This design comes from an exercise in tuning for small area, a short achievable clock period and few clock cycles per item on the open sky130 flow, not from production work. At most, simulation tests tie the RTL to the original design; equivalence was not proved.

trial 78:
Design matrix_mult_top, start of the top module:
module matrix_mult_top (
  input  wire                           ap_clk,
  input  wire                           areset,
  input  wire                           i_start,
  output logic                          o_idle,
  output logic                          o_done,
  input  wire                           i_a_valid,
  output logic                          o_a_ready,
  input  wire  [4*16-1:0] i_a_data,
  input  wire                           i_b_valid,
  output logic                          o_b_ready,
  input  wire  [4*16-1:0] i_b_data,
  output logic                          o_c_valid,
  input  wire                           i_c_ready,
  output logic [4*32-1:0]  o_c_data,
  output logic                          o_c_last
);
make LEC_CHECK=0 ABC_CLOCK_PERIOD_IN_PS=3000 CAP_MARGIN=20 CORE_MARGIN=2 CORE_UTILIZATION=40 SETUP_SLACK_MARGIN=5 SLEW_MARGIN=20 finish   # period 8.5 ns
run.sh (not shown) runs the stock make flow with config.mk's settings and CLKGATE_MAP_FILE= SYNTH_SCRIPT=/design/flow/synth_recipe.tcl, a recipe that flattens the netlist after the stock synthesis.
Looking at the reports, trial 78 completed the entire flow and the layout it produced met the timing, DRC and antenna checks.
The following lists how trial 29 was set up differently from trial 78:
- a deleted ABC_CLOCK_PERIOD_IN_PS that had been 3000
Findings:
- As far as setup-violating endpoint count in the final report is concerned, trial 78 and trial 29 perform about the same.
- Changes observed in trial 29 relative to trial 78: layout overhead on the synthesized area essentially unchanged; met2 layer usage reported by global route level; final period utilization saw little to no change; final cell count essentially unchanged; met1 routing resource usage after global routing neither gained nor lost much.
- ~same wire length reported by the detailed router in trial 29 and trial 78
No run of this note included a check of the RTL's function; only the layout flow was run.

---

v4:
Another version of the RTL of matrix_mult_top (not shown whole).
Size in the first run: ~5700 cells after synthesis, about 0.058 mm2 of cells after synthesis.
Design matrix_mult_top, start of the top module:
module matrix_mult_top (
  input  wire                           ap_clk,
  input  wire                           areset,
  input  wire                           i_start,
  output logic                          o_idle,
  output logic                          o_done,
  input  wire                           i_a_valid,
  output logic                          o_a_ready,
  input  wire  [4*16-1:0] i_a_data,
  input  wire                           i_b_valid,
  output logic                          o_b_ready,
  input  wire  [4*16-1:0] i_b_data,
  output logic                          o_c_valid,
  input  wire                           i_c_ready,
  output logic [4*32-1:0]  o_c_data,
  output logic                          o_c_last
);
export LEC_CHECK = 0
export ABC_AREA = 1
export CAP_MARGIN = 20
export CORE_MARGIN = 2
export CORE_UTILIZATION = 65
export SLEW_MARGIN = 20
export SYNTH_ARGS = -noabc
export SETUP_SLACK_MARGIN = 5.6
export CTS_CLUSTER_SIZE = 25
export CTS_CLUSTER_DIAMETER = 80
export BUFFER_PORTS_ARGS = -buffer_cell sky130_fd_sc_hd__buf_2
create_clock -name core_clock -period 8.5 [get_ports {ap_clk}]
standard.sh (not shown) runs the stock make flow with config.mk's settings and CLKGATE_MAP_FILE= SYNTH_SCRIPT=/design/flow/synth_recipe.tcl, a recipe that flattens the netlist after the stock synthesis.
==> flow/flow/run.sh <==
#!/bin/bash
# The standard layout (standard.sh) with these settings added to its
# config.mk (65% core utilization and the abc area script come from config.mk):
#  - Yosys synth without its early abc -fast pass (-noabc), so that the
#    carry-save trees map to full-adder cells without extra inverters;
#    the registers and their names are the same as the standard synthesis
#  - every port buffer is a buf_2 cell
#  - timing repair aims at a 5.6 ns setup margin
#  - clock tree sink clusters of at most 25 sinks and 80 um
# standard.sh writes every tool's log under orfs/logs; its own output goes
# to standard.log here.
set -e
cat >> config.mk <<'CFG'
export SYNTH_ARGS = -noabc
export SETUP_SLACK_MARGIN = 5.6
export CTS_CLUSTER_SIZE = 25
export CTS_CLUSTER_DIAMETER = 80
export BUFFER_PORTS_ARGS = -buffer_cell sky130_fd_sc_hd__buf_2
CFG
bash standard.sh > standard.log 2>&1
Testbench counts of v4, summed over its fixed seeds: cycles 7,680, jobs 384.
For v7, these inputs were changed with respect to v4:
--- a/flow/flow/run.sh
+++ b/flow/flow/run.sh
@@ -3 +3 @@
-# config.mk (65% core utilization and the abc area script come from config.mk):
+# config.mk (65% core utilization comes from config.mk):
--- a/flow/config.mk
+++ b/flow/config.mk
@@ -8 +7,0 @@
-export ABC_AREA = 1
Results
- Every run in the comparison, v4 and v7, completed the flow with a clean layout.
- The synthesized-area fraction occupied by ao, oa, aoi and oai cells number comes out lower for v4 vs v7.
- Cell depth of the worst setup path of v4 is on par with v7.
- Diff v4 -> v7: sequential cell area in the final layout saw little to no change; post-layout minimum cycle time saw a decrease; final routed wirelength across all metal layers saw a decrease.
- Largest fanout on the critical path came out exactly the same in v4 and v7.
--- input diff v7..v42 ---
--- a/flow/flow/run.sh
+++ b/flow/flow/run.sh
@@ -3 +3 @@
-# config.mk (65% core utilization comes from config.mk):
+# config.mk (60% core utilization and 0.7 placement density come from config.mk):
--- a/flow/config.mk
+++ b/flow/config.mk
@@ -10 +10,2 @@
-export CORE_UTILIZATION = 65
+export CORE_UTILIZATION = 60
+export PLACE_DENSITY = 0.7
--- outcome ---
[compare] base=v7 new=v42: summed area of non-filler cells in the final layout climbed 210 um2.
On v42: routed wire length is about 0.8% higher than what v7 gave.
For source-to-sink clock delay at the later pin of the worst-skew pair, v7 and v42 come out practically identical.
Here is what was changed in the inputs of v36 compared with v42.
--- a/flow/flow/run.sh
+++ b/flow/flow/run.sh
@@ -3 +3 @@
-# config.mk (60% core utilization and 0.7 placement density come from config.mk):
+# config.mk (65% core utilization comes from config.mk):
@@ -8 +8 @@
-#  - timing repair aims at a 5.6 ns setup margin
+#  - timing repair aims at a 5.7 ns setup margin
@@ -15 +15 @@
-export SETUP_SLACK_MARGIN = 5.6
+export SETUP_SLACK_MARGIN = 5.7
--- a/flow/config.mk
+++ b/flow/config.mk
@@ -10,2 +10 @@
-export CORE_UTILIZATION = 60
-export PLACE_DENSITY = 0.7
+export CORE_UTILIZATION = 65
@@ -14 +13 @@
-export SETUP_SLACK_MARGIN = 5.6
+export SETUP_SLACK_MARGIN = 5.7
--- outcome ---
- o_c_data[21] as the end of the critical path was reported by v36, and o_c_data[92] by v42.
- The number of sinks handled by clock tree synthesis was comparable across v36 and v42.
- Re final weighted congestion in routability-driven placement: v36 and v42 aren't equal, and the higher value belongs to v36.
- Of the two values seen for busiest metal layer after global routing, met2 was produced by v42 and met1 by v36.
- Side by side, initial standard-cell utilization of the core turned out higher in v36 than in v42.

---

Another version of the RTL of matrix_mult_top (not shown whole).
For scale: about 4700 cells after synthesis, ~1000 flip-flops, about 270 I/O pins.
==> flow/config.mk <==
export PLATFORM = sky130hd
export DESIGN_NAME = matrix_mult_top
export DESIGN_NICKNAME = matrix_mult_top
export VERILOG_FILES = /design/flow/design.v
export SDC_FILE = /design/flow/constraint.sdc
export NUM_CORES = 4
export LEC_CHECK = 0
export CAP_MARGIN = 20
export CORE_MARGIN = 2
export CORE_UTILIZATION = 40
export SLEW_MARGIN = 20

export SETUP_SLACK_MARGIN = 5.3
export BUFFER_PORTS_ARGS = -buffer_cell sky130_fd_sc_hd__buf_2
==> flow/constraint.sdc <==
create_clock -name core_clock -period 8.5 [get_ports {ap_clk}]
set_input_delay 1.7000 -clock core_clock [delete_from_list [all_inputs] [get_ports {ap_clk}]]
set_output_delay 1.7000 -clock core_clock [all_outputs]
set_load 0.01 [all_outputs]
==> flow/flow/run.sh <==
#!/bin/bash
# The standard layout (standard.sh) with these settings added to its
# config.mk:
#  - every port buffer is a buf_2 cell
#  - timing repair aims at a 5.3 ns setup margin
# standard.sh writes every tool's log under orfs/logs; its own output goes
# to standard.log here.
set -e
cat >> config.mk <<'CFG'

export SETUP_SLACK_MARGIN = 5.3
export BUFFER_PORTS_ARGS = -buffer_cell sky130_fd_sc_hd__buf_2
CFG
bash standard.sh > standard.log 2>&1
==> next run, changes <==
--- a/flow/flow/run.sh
+++ b/flow/flow/run.sh
@@ -3,0 +4 @@
+#  - no full/half-adder cells: adders stay plain gates for abc to map
@@ -5 +6 @@
-#  - timing repair aims at a 5.3 ns setup margin
+#  - timing repair aims at a 5.5 ns setup margin
@@ -10,2 +11,2 @@
-
-export SETUP_SLACK_MARGIN = 5.3
+export ADDER_MAP_FILE =
+export SETUP_SLACK_MARGIN = 5.5
- SETUP_SLACK_MARGIN: 5.3 -> 5.5
The changed run finished with timing, DRC and antenna clean.
Non-clock buffer count is higher by 6.
Maximum frequency shrinks by a few percent.
Synthesized cell count climbs by a quarter to a third.
Wire length increases by a few percent.
Via count grows by about a fifth.
Final area increases by a few percent.
Setup slack got worse by 140 ps.
Cell count goes up by about a fifth.
Sequential cell count is unchanged.
No run of this note included a check of the RTL's function; only the layout flow was run.

---

lane 1:
matrix_mult_top, a different RTL version from the one above (not shown whole).
Size: about 1100 flip-flops, roughly 270 I/O pins.
Design matrix_mult_top, start of the top module:
module matrix_mult_top (
  input  wire                           ap_clk,
  input  wire                           areset,
  input  wire                           i_start,
  output logic                          o_idle,
  output logic                          o_done,
  input  wire                           i_a_valid,
  output logic                          o_a_ready,
  input  wire  [4*16-1:0] i_a_data,
  input  wire                           i_b_valid,
  output logic                          o_b_ready,
  input  wire  [4*16-1:0] i_b_data,
  output logic                          o_c_valid,
  input  wire                           i_c_ready,
  output logic [4*32-1:0]  o_c_data,
  output logic                          o_c_last
);
  logic       start_r;
  logic       busy;
  logic       job_open;
  logic       job_end;
  logic       idle_r;
  assign job_open = i_start & ~start_r & ~busy;
  assign job_end  = o_c_valid & i_c_ready & o_c_last;
  always_ff @(posedge ap_clk) begin
    if (areset) begin
      start_r <= 1'b0;
    end else begin
      start_r <= i_start;
    end
  end
  always_ff @(posedge ap_clk) begin
    if (areset) begin
      busy   <= 1'b0;
      idle_r <= 1'b1;
      o_done <= 1'b0;
    end else begin
      o_done <= job_end;
      if (job_end) begin
        busy   <= 1'b0;
        idle_r <= 1'b1;
      end else if (job_open) begin
        busy   <= 1'b1;
        idle_r <= 1'b0;
      end
    end
  end
  assign o_idle = idle_r;
  logic [1:0]  ph;
  logic [1:0]  kb;           
  logic        inbeat;       
  logic        intake_done;  
  logic        spec1;        
  logic        spec2;        
  logic        eq_r;         
  logic        take0;
  logic        cap;
  logic        xfer;
  logic [15:0] a_raw;
  logic [63:0] b0;
  always_ff @(posedge ap_clk) begin
    eq_r <= i_a_valid & i_b_valid & (i_a_data[15:0] == a_raw) & (i_b_data == b0);
  end
  assign take0 = busy & ~intake_done & ~inbeat & (ph == 2'd0) & i_a_valid & i_b_valid;
  assign cap   = ~busy | take0 | inbeat;
  always_ff @(posedge ap_clk) begin
  ...
export LEC_CHECK = 0
export CAP_MARGIN = 20
export CORE_MARGIN = 2
export CORE_UTILIZATION = 40
export SLEW_MARGIN = 20
export SETUP_SLACK_MARGIN = 5.55
export BUFFER_PORTS_ARGS = -buffer_cell sky130_fd_sc_hd__buf_4
create_clock -name core_clock -period 8.5 [get_ports {ap_clk}]
==> flow/flow/run.sh <==
#!/bin/bash
# The standard layout (standard.sh), with two repair settings added to
# its config.mk:
#  - every port buffer is a buf_4 cell
#  - timing repair aims at a 5.55 ns setup margin
# standard.sh writes all tool logs under orfs/logs; its own output goes to
# standard.log here.
set -e
cat >> config.mk <<'CFG'
export SETUP_SLACK_MARGIN = 5.55
export BUFFER_PORTS_ARGS = -buffer_cell sky130_fd_sc_hd__buf_4
CFG
bash standard.sh > standard.log 2>&1
Both conditions hold for lane 1: the flow ran to the end and the final layout passed the timing, DRC and antenna checks.
### lane 1 -> lane 2
# lane 1
export LEC_CHECK = 0
export CAP_MARGIN = 20
export CORE_MARGIN = 2
export CORE_UTILIZATION = 40
export SLEW_MARGIN = 20
export SETUP_SLACK_MARGIN = 5.55
export BUFFER_PORTS_ARGS = -buffer_cell sky130_fd_sc_hd__buf_4
create_clock -name core_clock -period 8.5 [get_ports {ap_clk}]
# lane 2
export LEC_CHECK = 0
export CAP_MARGIN = 20
export CORE_MARGIN = 2
export CORE_UTILIZATION = 40
export SLEW_MARGIN = 20
export SETUP_SLACK_MARGIN = 5.3
export BUFFER_PORTS_ARGS = -buffer_cell sky130_fd_sc_hd__buf_4
create_clock -name core_clock -period 8.5 [get_ports {ap_clk}]
==> flow/flow/run.sh <==
#!/bin/bash
# The standard layout (standard.sh), with two repair settings added to
# its config.mk:
#  - every port buffer is a buf_4 cell
#  - timing repair aims at a 5.3 ns setup margin
# standard.sh writes all tool logs under orfs/logs; its own output goes to
# standard.log here.
set -e
cat >> config.mk <<'CFG'
export SETUP_SLACK_MARGIN = 5.3
export BUFFER_PORTS_ARGS = -buffer_cell sky130_fd_sc_hd__buf_4
CFG
bash standard.sh > standard.log 2>&1
--- outcome ---
Lane 2 vs. lane 1: total wire length after detailed routing now smaller; final period utilization now smaller; maximum frequency went up; fraction of layout cells with a size suffix above 1 decreased 2.2 points; detailed-routing wirelength on met1 decreased about 2.3%. Lane 1 ended up with more cell instances than lane 2 did. Run comparison: lane 1 library cell contributing the largest single delay on the critical path or4_4; lane 2 library cell contributing the largest single delay on the critical path fa_1.
No run of this note included a check of the RTL's function; only the layout flow was run.

---

matrix_mult_top, a different RTL version from the one above (not shown whole).
Size: about 4,600 cells after synthesis, about 1,000 flip-flops, roughly 270 I/O pins, ~52,000 um^2 of cells after synthesis.
## matrix_mult_top
module matrix_mult_top (
  input  wire                           ap_clk,
  input  wire                           areset,
  input  wire                           i_start,
  output logic                          o_idle,
  output logic                          o_done,
  input  wire                           i_a_valid,
  output logic                          o_a_ready,
  input  wire  [4*16-1:0] i_a_data,
  input  wire                           i_b_valid,
  output logic                          o_b_ready,
  input  wire  [4*16-1:0] i_b_data,
  output logic                          o_c_valid,
  input  wire                           i_c_ready,
  output logic [4*32-1:0]  o_c_data,
  output logic                          o_c_last
);
export LEC_CHECK = 0
export CAP_MARGIN = 20
export CORE_MARGIN = 2
export CORE_UTILIZATION = 40
export SLEW_MARGIN = 20
export SETUP_SLACK_MARGIN = 5.6
export BUFFER_PORTS_ARGS = -buffer_cell sky130_fd_sc_hd__buf_4
create_clock -name core_clock -period 8.5 [get_ports {ap_clk}]
==> flow/flow/run.sh <==
#!/bin/bash
set -e
cp standard.sh flow_standard_copy.sh.txt
cat >> config.mk <<'CFG'
export SETUP_SLACK_MARGIN = 5.6
export BUFFER_PORTS_ARGS = -buffer_cell sky130_fd_sc_hd__buf_4
CFG
bash standard.sh > standard.log 2>&1
Testbench counts at the start, summed over its fixed seeds: cycles 7,296, jobs 384.
Next try:
==> flow/run.sh (new file) <==
#!/bin/bash
# synth_recipe.tcl (not shown) runs the flow's synth.tcl, then flattens the netlist and writes it again
# the make line also repeats each setting of config.mk as NAME=value (left out here)
make -C /OpenROAD-flow-scripts/flow DESIGN_CONFIG=/design/flow/config.mk WORK_HOME=/design/flow/orfs CLKGATE_MAP_FILE= SYNTH_SCRIPT=/design/flow/synth_recipe.tcl finish
BUFFER_PORTS_ARGS = unset   (was -buffer_cell sky130_fd_sc_hd__buf_4)
SETUP_SLACK_MARGIN = 5   (was 5.6)
removed: flow/flow/run.sh
removed: flow/standard.sh
Outcome: Die area does not change; design area drops by about 10%; routed wire length goes down by about 13%; final cell count came out lower by about 3.7%; via count is lower by about 8%; area after synthesis is unchanged.

---

matrix_mult_top, a different RTL version from the one above (not shown whole).
Size in the first run: about 4400 cells after synthesis, roughly 1200 flip-flops, roughly 270 I/O pins, ~0.055 mm^2 of cells after synthesis.
clock: 8.5 ns
lec_check: 0
cap_margin: 20
core_margin: 2
core_utilization: 55
slew_margin: 20
synth_args: -noabc
setup_slack_margin: 5.5
cts_cluster_size: 30
cts_cluster_diameter: 100
buffer_ports_args: -buffer_cell sky130_fd_sc_hd__buf_2
==> flow/flow/run.sh <==
#!/bin/bash
# The standard layout (standard.sh) with these settings added to its
# config.mk (55% core utilization comes from config.mk):
#  - Yosys synth without its early abc -fast pass (-noabc), so that the
#    carry-save trees map to full-adder cells without extra inverters;
#    the registers and their names are the same as the standard synthesis
#  - every port buffer is a buf_2 cell
#  - timing repair aims at a 5.5 ns setup margin
#  - clock tree sink clusters of at most 30 sinks and 100 um
# standard.sh writes every tool's log under orfs/logs; its own output goes
# to standard.log here.
set -e
cat >> config.mk <<'CFG'
export SYNTH_ARGS = -noabc
export SETUP_SLACK_MARGIN = 5.5
export CTS_CLUSTER_SIZE = 30
export CTS_CLUSTER_DIAMETER = 100
export BUFFER_PORTS_ARGS = -buffer_cell sky130_fd_sc_hd__buf_2
CFG
bash standard.sh > standard.log 2>&1
The first run finished clean.
Testbench counts at the start, summed over its fixed seeds: cycles 7,680, jobs 384.
Edit:
--- a/flow/flow/run.sh
+++ b/flow/flow/run.sh
@@ -7,5 +7,5 @@
 #  - every port buffer is a buf_2 cell
 #  - timing repair aims at a 5.5 ns setup margin
-#  - clock tree sink clusters of at most 30 sinks and 100 um
+#  - clock tree sink clusters of at most 25 sinks and 80 um
 # standard.sh writes every tool's log under orfs/logs; its own output goes
 # to standard.log here.
@@ -14,6 +14,6 @@
 export SYNTH_ARGS = -noabc
 export SETUP_SLACK_MARGIN = 5.5
-export CTS_CLUSTER_SIZE = 30
-export CTS_CLUSTER_DIAMETER = 100
+export CTS_CLUSTER_SIZE = 25
+export CTS_CLUSTER_DIAMETER = 80
 export BUFFER_PORTS_ARGS = -buffer_cell sky130_fd_sc_hd__buf_2
 CFG
- CTS_CLUSTER_DIAMETER: 100 -> 80
- CTS_CLUSTER_SIZE: 30 -> 25
Outcome:
- The changed run finished clean
- maximum frequency hardly moves
- worst hold slack stays flat
- global-route usage is about the same

port drivers added, routing unchanged:
The results above use ideal ports. As a check the final layouts listed here were re-extracted and re-timed, cells and wires unchanged.
Step 1: set_driving_cell puts a clkbuf_16 on ap_clk and a buf_2 on each other input, an assumption about the parent block.
Step 2 moves the port delays by t, midway between the first and last clock arrival at a register: inputs arrive t later, outputs are due t later. That takes back most of the time a late clock gives input paths.
Slacks: ideal / step 1 / step 2; pairs: ideal / step 1.
run | t, ns | slack for setup (ns) | hold WS [ns] | slew at the worst register clock pin (ns) | worst slew at a driven data input, ns
trial 78 | 0.772 | 5.003 / 4.984 / 4.455 | 0.298 / 0.298 / 0.298 | 0.07 / 0.07 | 0.09
trial 29 | 0.772 | 5.003 / 4.984 / 4.455 | 0.298 / 0.298 / 0.298 | 0.07 / 0.07 | 0.09
v4 | 0.789 | 5.513 / 5.440 / 4.978 | 0.320 / 0.320 / 0.320 | 0.11 / 0.11 | 0.14
v7 | 0.754 | 5.548 / 5.476 / 5.165 | 0.325 / 0.325 / 0.325 | 0.11 / 0.11 | 0.15
v42 | 0.746 | 5.538 / 5.464 / 5.179 | 0.316 / 0.316 / 0.316 | 0.11 / 0.11 | 0.16
v36 | 0.742 | 5.562 / 5.487 / 5.122 | 0.309 / 0.309 / 0.309 | 0.11 / 0.11 | 0.16
the first run of note 3 | 0.800 | 4.867 / 4.867 / 4.786 | 0.296 / 0.296 / 0.296 | 0.07 / 0.07 | 0.20
the second run of note 3 | 0.803 | 4.725 / 4.725 / 4.725 | 0.306 / 0.306 / 0.306 | 0.07 / 0.07 | 0.18
lane 1 | 0.827 | 4.277 / 4.277 / 4.277 | 0.296 / 0.296 / 0.296 | 0.07 / 0.07 | 0.20
lane 2 | 0.827 | 4.345 / 4.345 / 4.345 | 0.299 / 0.299 / 0.299 | 0.07 / 0.07 | 0.20
the first run of note 5 | 0.800 | 4.861 / 4.861 / 4.729 | 0.319 / 0.319 / 0.319 | 0.07 / 0.07 | 0.10
the second run of note 5 | 0.786 | 4.699 / 4.717 / 3.931 | 0.312 / 0.312 / 0.312 | 0.07 / 0.07 | 0.13
the first run of note 6 | 0.752 | 5.291 / 5.215 / 5.078 | 0.329 / 0.329 / 0.329 | 0.12 / 0.12 | 0.10
the second run of note 6 | 0.756 | 5.292 / 5.220 / 5.078 | 0.331 / 0.331 / 0.331 | 0.10 / 0.10 | 0.11
After both steps every run listed still meets setup and hold. For the second run of note 5, which loses most, drivers alone change the setup slack by +0.018 ns; drivers and shift together by -0.768 ns.
